From an optimization exercise on the open Yosys and OpenROAD flow, aimed at small area and a short achievable clock period; shortcuts taken in it are not production practice.
The RTL was checked by simulation tests, not by an equivalence proof against the original design.
No activity file was given, so power comes from the tool's default toggle rates.

## job 101
Design core_pipe, start of the top module:
module core_pipe (
    input  logic                  clock,
    input  logic                  reset,
    input  logic [31:0]           inst,
    input  logic [64-1:0] pc,
    input  logic                  hold,
    output logic                  wb_write_enable,
    output logic [4:0]            wb_regnum,
    output logic [64-1:0] wb_data,
    output logic                  redirect,
    output logic [64-1:0] redirect_pc,
    output logic                  reserved_inst,
    output logic                  overflow
);
Size in the first run: about 8700 cells after synthesis, ~240 I/O pins, about 110000 sq um of cells after synthesis.
==> flow/config.mk <==
export PLATFORM = sky130hd
export DESIGN_NAME = core_pipe
export DESIGN_NICKNAME = core_pipe
export VERILOG_FILES = /design/flow/design.v
export SDC_FILE = /design/flow/constraint.sdc
export NUM_CORES = 8
export LEC_CHECK = 0
export CAP_MARGIN = 20
export CORE_MARGIN = 2
export CORE_UTILIZATION = 45
export SLEW_MARGIN = 20
export TNS_END_PERCENT = 100
==> flow/constraint.sdc <==
create_clock -name core_clock -period 11.5 [get_ports {clock}]
set_input_delay 2.3000 -clock core_clock [delete_from_list [all_inputs] [get_ports {clock}]]
set_output_delay 2.3000 -clock core_clock [all_outputs]
set_load 0.01 [all_outputs]
standard.sh (not shown) runs the stock make flow with config.mk's settings and CLKGATE_MAP_FILE= SYNTH_SCRIPT=/design/flow/synth_recipe.tcl, a recipe that flattens the netlist after the stock synthesis.
==> flow/flow/run.sh <==
#!/bin/bash
# The standard layout (standard.sh) with the standard synthesis, and these changes:
# - the clock tree uses clkbuf_8, sink clusters of up to 12 within 60 um, and no dummy loads;
# - the port buffers are buf_4 (the repair resizes them where timing needs it).
# Each step's output goes to a log here; ORFS's own logs stay under orfs/logs.
set -euo pipefail
bash standard.sh synth > synth.log 2>&1
bash standard.sh SETUP_SLACK_MARGIN=7.6 \
  "CTS_ARGS=-sink_clustering_enable -repair_clock_nets -dont_use_dummy_load -buf_list sky130_fd_sc_hd__clkbuf_8 -sink_clustering_size 12 -sink_clustering_max_diameter 60" \
  "BUFFER_PORTS_ARGS=-buffer_cell sky130_fd_sc_hd__buf_4" \
  finish > layout.log 2>&1
Job 101: all stages complete, timing, DRC and antenna checks passed
Modified inputs, job 102 compared to job 101
Settings: a change of CORE_UTILIZATION from 45 to 50.
--- outcome ---
In job 102 the utilization after layout turned out 5.9 points higher than in job 101. Lower total via count in the routed design among job 102 and job 101: job 102. In terms of internal portion of total power, job 102 and job 101 differ only marginally.
Edits applied to the flow inputs when going from job 102 to job 103:
Settings: CORE_UTILIZATION: 50 -> 40.
-- flow/flow/run.sh --
<<< job 102, line 7
bash standard.sh synth > synth.log 2>&1
bash standard.sh SETUP_SLACK_MARGIN=7.6 \
  "CTS_ARGS=-sink_clustering_enable -repair_clock_nets -dont_use_dummy_load -buf_list sky130_fd_sc_hd__clkbuf_8 -sink_clustering_size 12 -sink_clustering_max_diameter 60" \
>>> job 103, line 7
bash standard.sh synth > synth.log 2>&1
bash standard.sh SETUP_SLACK_MARGIN=7.45 \
  "CTS_ARGS=-sink_clustering_enable -repair_clock_nets -dont_use_dummy_load -buf_list sky130_fd_sc_hd__clkbuf_8 -sink_clustering_size 12 -sink_clustering_max_diameter 60" \
[summary]
- Having completed the whole flow, job 103 delivered a layout that passed the timing, DRC and antenna checks.
- Per the comparison of job 103 with job 102, relative area of non-clock buffer cells in the final design went down; die area went up; half-perimeter wire length after placement did not really move; maximum resistive drop on vdd went down; minimum setup slack in the final design went down.
- Re final design instance area without fill: job 102 and job 103 aren't equal, and the higher value belongs to job 102.

core_pipe again, from the RTL that the note above started with.
export LEC_CHECK = 0
export CAP_MARGIN = 20
export CORE_MARGIN = 2
export CORE_UTILIZATION = 50
export SLEW_MARGIN = 20
export TNS_END_PERCENT = 100
create_clock -name core_clock -period 11.5 [get_ports {clock}]
==> flow/flow/run.sh <==
#!/bin/bash
# The standard layout (standard.sh) with the standard synthesis, and these changes:
# - the clock tree uses clkbuf_8, sink clusters of up to 12 within 60 um, and no dummy loads;
# - the port buffers are buf_4 (the repair resizes them where timing needs it).
# Each step's output goes to a log here; ORFS's own logs stay under orfs/logs.
set -euo pipefail
bash standard.sh synth > synth.log 2>&1
bash standard.sh SETUP_SLACK_MARGIN=7.45 \
  "CTS_ARGS=-sink_clustering_enable -repair_clock_nets -dont_use_dummy_load -buf_list sky130_fd_sc_hd__clkbuf_8 -sink_clustering_size 12 -sink_clustering_max_diameter 60" \
  "BUFFER_PORTS_ARGS=-buffer_cell sky130_fd_sc_hd__buf_4" \
  finish > layout.log 2>&1
The baseline finished clean.
Edit:
--- a/flow/flow/run.sh
+++ b/flow/flow/run.sh
@@ -8 +8 @@
-bash standard.sh SETUP_SLACK_MARGIN=7.45 \
+bash standard.sh SETUP_SLACK_MARGIN=7.8 \
Settings changed: CORE_UTILIZATION 50 to 45.
Outcome: Routed wire length rose by a few percent; clock-buffer cell count came out higher by 3; die area grows by roughly a tenth; clock power is higher slightly; core utilization drops by 2.9 points; setup slack gains 0.090 ns; worst hold slack gains 0.012 ns; power rose by a few percent; clock skew drops by 0.034 ns; flip-flop and latch count is unchanged; cell area came out higher by a few percent.
Edit:
--- a/flow/flow/run.sh
+++ b/flow/flow/run.sh
@@ -8 +8 @@
-bash standard.sh SETUP_SLACK_MARGIN=7.8 \
+bash standard.sh SETUP_SLACK_MARGIN=7.45 \
Result: Clock skew came out higher by 0.047 ns; worst setup slack degrades by 0.20 ns; via count came out lower by 3.3%; cell area came out lower by 4.3%; power came out lower by 1.7%; hold slack degrades by 0.012 ns; fmax came out lower by 4.7%; first-iteration DRC count came out lower by 3.8%; cell count came out lower by 2.3%; wire length came out lower by 4.8%; clock-buffer cell count came out lower by 1.
Edit:
Settings changed: CORE_UTILIZATION 45 to 55.
Non-clock buffer count fell by 41.
Synthesized area stays the same.
Cell area shrinks by 1.4%.
Setup slack improves by 0.025 ns.
Clock power shrinks by about 0.7%.
Final cell count falls by 5.7%.
Die area is lower by 18%.

fjord:
Another version of the RTL of core_pipe (not shown whole).
For scale: roughly 8,800 cells after synthesis, ~2,600 flip-flops, about 240 I/O pins.
==> flow/config.mk <==
export PLATFORM = sky130hd
export DESIGN_NAME = core_pipe
export DESIGN_NICKNAME = core_pipe
export VERILOG_FILES = /design/flow/design.v
export SDC_FILE = /design/flow/constraint.sdc
export NUM_CORES = 8
export LEC_CHECK = 0
export CAP_MARGIN = 20
export CORE_MARGIN = 2
export CORE_UTILIZATION = 50
export SLEW_MARGIN = 20
export TNS_END_PERCENT = 100
==> flow/constraint.sdc <==
create_clock -name core_clock -period 11.5 [get_ports {clock}]
set_input_delay 2.3000 -clock core_clock [delete_from_list [all_inputs] [get_ports {clock}]]
set_output_delay 2.3000 -clock core_clock [all_outputs]
set_load 0.01 [all_outputs]
==> flow/flow/run.sh <==
#!/bin/bash
# The standard layout (standard.sh) with the standard synthesis, and these changes:
# - the clock tree uses clkbuf_8, sink clusters of up to 12 within 60 um, and no dummy loads;
# - the port buffers are buf_4 (the repair resizes them where timing needs it).
# Each step's output goes to a log here; ORFS's own logs stay under orfs/logs.
set -euo pipefail
bash standard.sh synth > synth.log 2>&1
bash standard.sh SETUP_SLACK_MARGIN=7.45 \
  "CTS_ARGS=-sink_clustering_enable -repair_clock_nets -dont_use_dummy_load -buf_list sky130_fd_sc_hd__clkbuf_8 -sink_clustering_size 12 -sink_clustering_max_diameter 60" \
  "BUFFER_PORTS_ARGS=-buffer_cell sky130_fd_sc_hd__buf_4" \
  finish > layout.log 2>&1
## Diff of input files: cedar against fjord
- CORE_UTILIZATION now 45, was 50
### Flow results
Diff fjord -> cedar | number of gates resized after cts | up by a little under 10%. Of cedar and fjord, the run reporting the higher post-route minimum period was fjord. On synthesis-to-finish area growth: between cedar and fjord, it ends up lower for fjord.
--- input diff cedar..ember ---
diff --git a/flow/flow/run.sh b/flow/flow/run.sh
--- a/flow/flow/run.sh
+++ b/flow/flow/run.sh
@@ -8 +8 @@
-bash standard.sh SETUP_SLACK_MARGIN=7.45 \
+bash standard.sh SETUP_SLACK_MARGIN=7.6 \
==> run notes <==
Taking cedar as the reference, in ember core utilization +0.61 points, final critical-path required period -140 ps, source-to-sink clock delay at the later pin of the worst-skew pair ~0 delta.
The inputs of indigo differ from those of ember as listed below.
- changing CORE_UTILIZATION from 45 to 50
indigo has completed all stages; timing, DRC and antenna checks passed. In the flow results for indigo and ember, the die area is smaller on indigo. Measured against each other, indigo and ember differ in number of cells on the critical path, the lower figure coming from indigo. Synthesis-to-finish area growth is lower on ember. On worst IR drop on VDD, ember loses to indigo. Going from ember to indigo, met1 capacity usage during global routing went up by 5.0 points, overall fraction of global-route tracks in use went up by 5.0 points. indigo vs. ember: post-layout total power went up by 120 uW. Worst slack on hold paths on indigo is down relative to ember. Worst hold path stage count sits lower in indigo than in ember. Sequential portion of the cell area, indigo and ember: larger value in ember.

==> static timing again, ports no longer ideal <==
The results above use ideal ports. As a check the final layouts listed here were re-extracted and re-timed, cells and wires unchanged. Step 1 assumes that a clkbuf_16 drives the clock port and a buf_2 every other input. Step 2 adds t to the input delays and takes it off the output delays; t is the mean of the earliest and latest rising clock arrival at the registers after step 1. Input paths then give back, and output paths get back, about the clock's delay inside the block. Slacks: ideal / step 1 / step 2; pairs: ideal / step 1.
run	shift t [ns]	setup WS [ns]	worst hold slack (ns)	worst setup path after step 2	cell pins on the clock port's net
job 101	1.160	7.434 / 7.335 / 6.361	0.363 / 0.363 / 0.363	input to register	1
job 102	1.163	7.353 / 7.424 / 6.265	0.355 / 0.355 / 0.355	input to register	1
job 103	1.067	7.226 / 7.286 / 6.219	0.386 / 0.386 / 0.386	input to register	1
the first run of note 2	1.143	7.333 / 7.353 / 6.245	0.359 / 0.359 / 0.359	input to register	1
the second run of note 2	1.159	7.423 / 7.421 / 6.489	0.371 / 0.371 / 0.371	input to register	1
the third run of note 2	1.178	7.220 / 7.296 / 6.118	0.359 / 0.359 / 0.359	input to register	1
the fourth run of note 2	1.147	7.245 / 7.316 / 6.169	0.382 / 0.382 / 0.382	input to register	1
fjord	1.151	7.185 / 7.235 / 6.084	0.349 / 0.349 / 0.349	input to register	1
cedar	1.172	7.293 / 7.357 / 6.185	0.382 / 0.382 / 0.382	input to register	1
ember	1.180	7.436 / 7.400 / 6.323	0.397 / 0.397 / 0.397	input to register	1
indigo	1.181	7.397 / 7.296 / 6.316	0.355 / 0.355 / 0.355	input to register	1
After both steps setup and hold are still met in every run listed. For ember, which loses most, drivers alone change the setup slack by -0.036 ns; drivers and shift together by -1.113 ns.
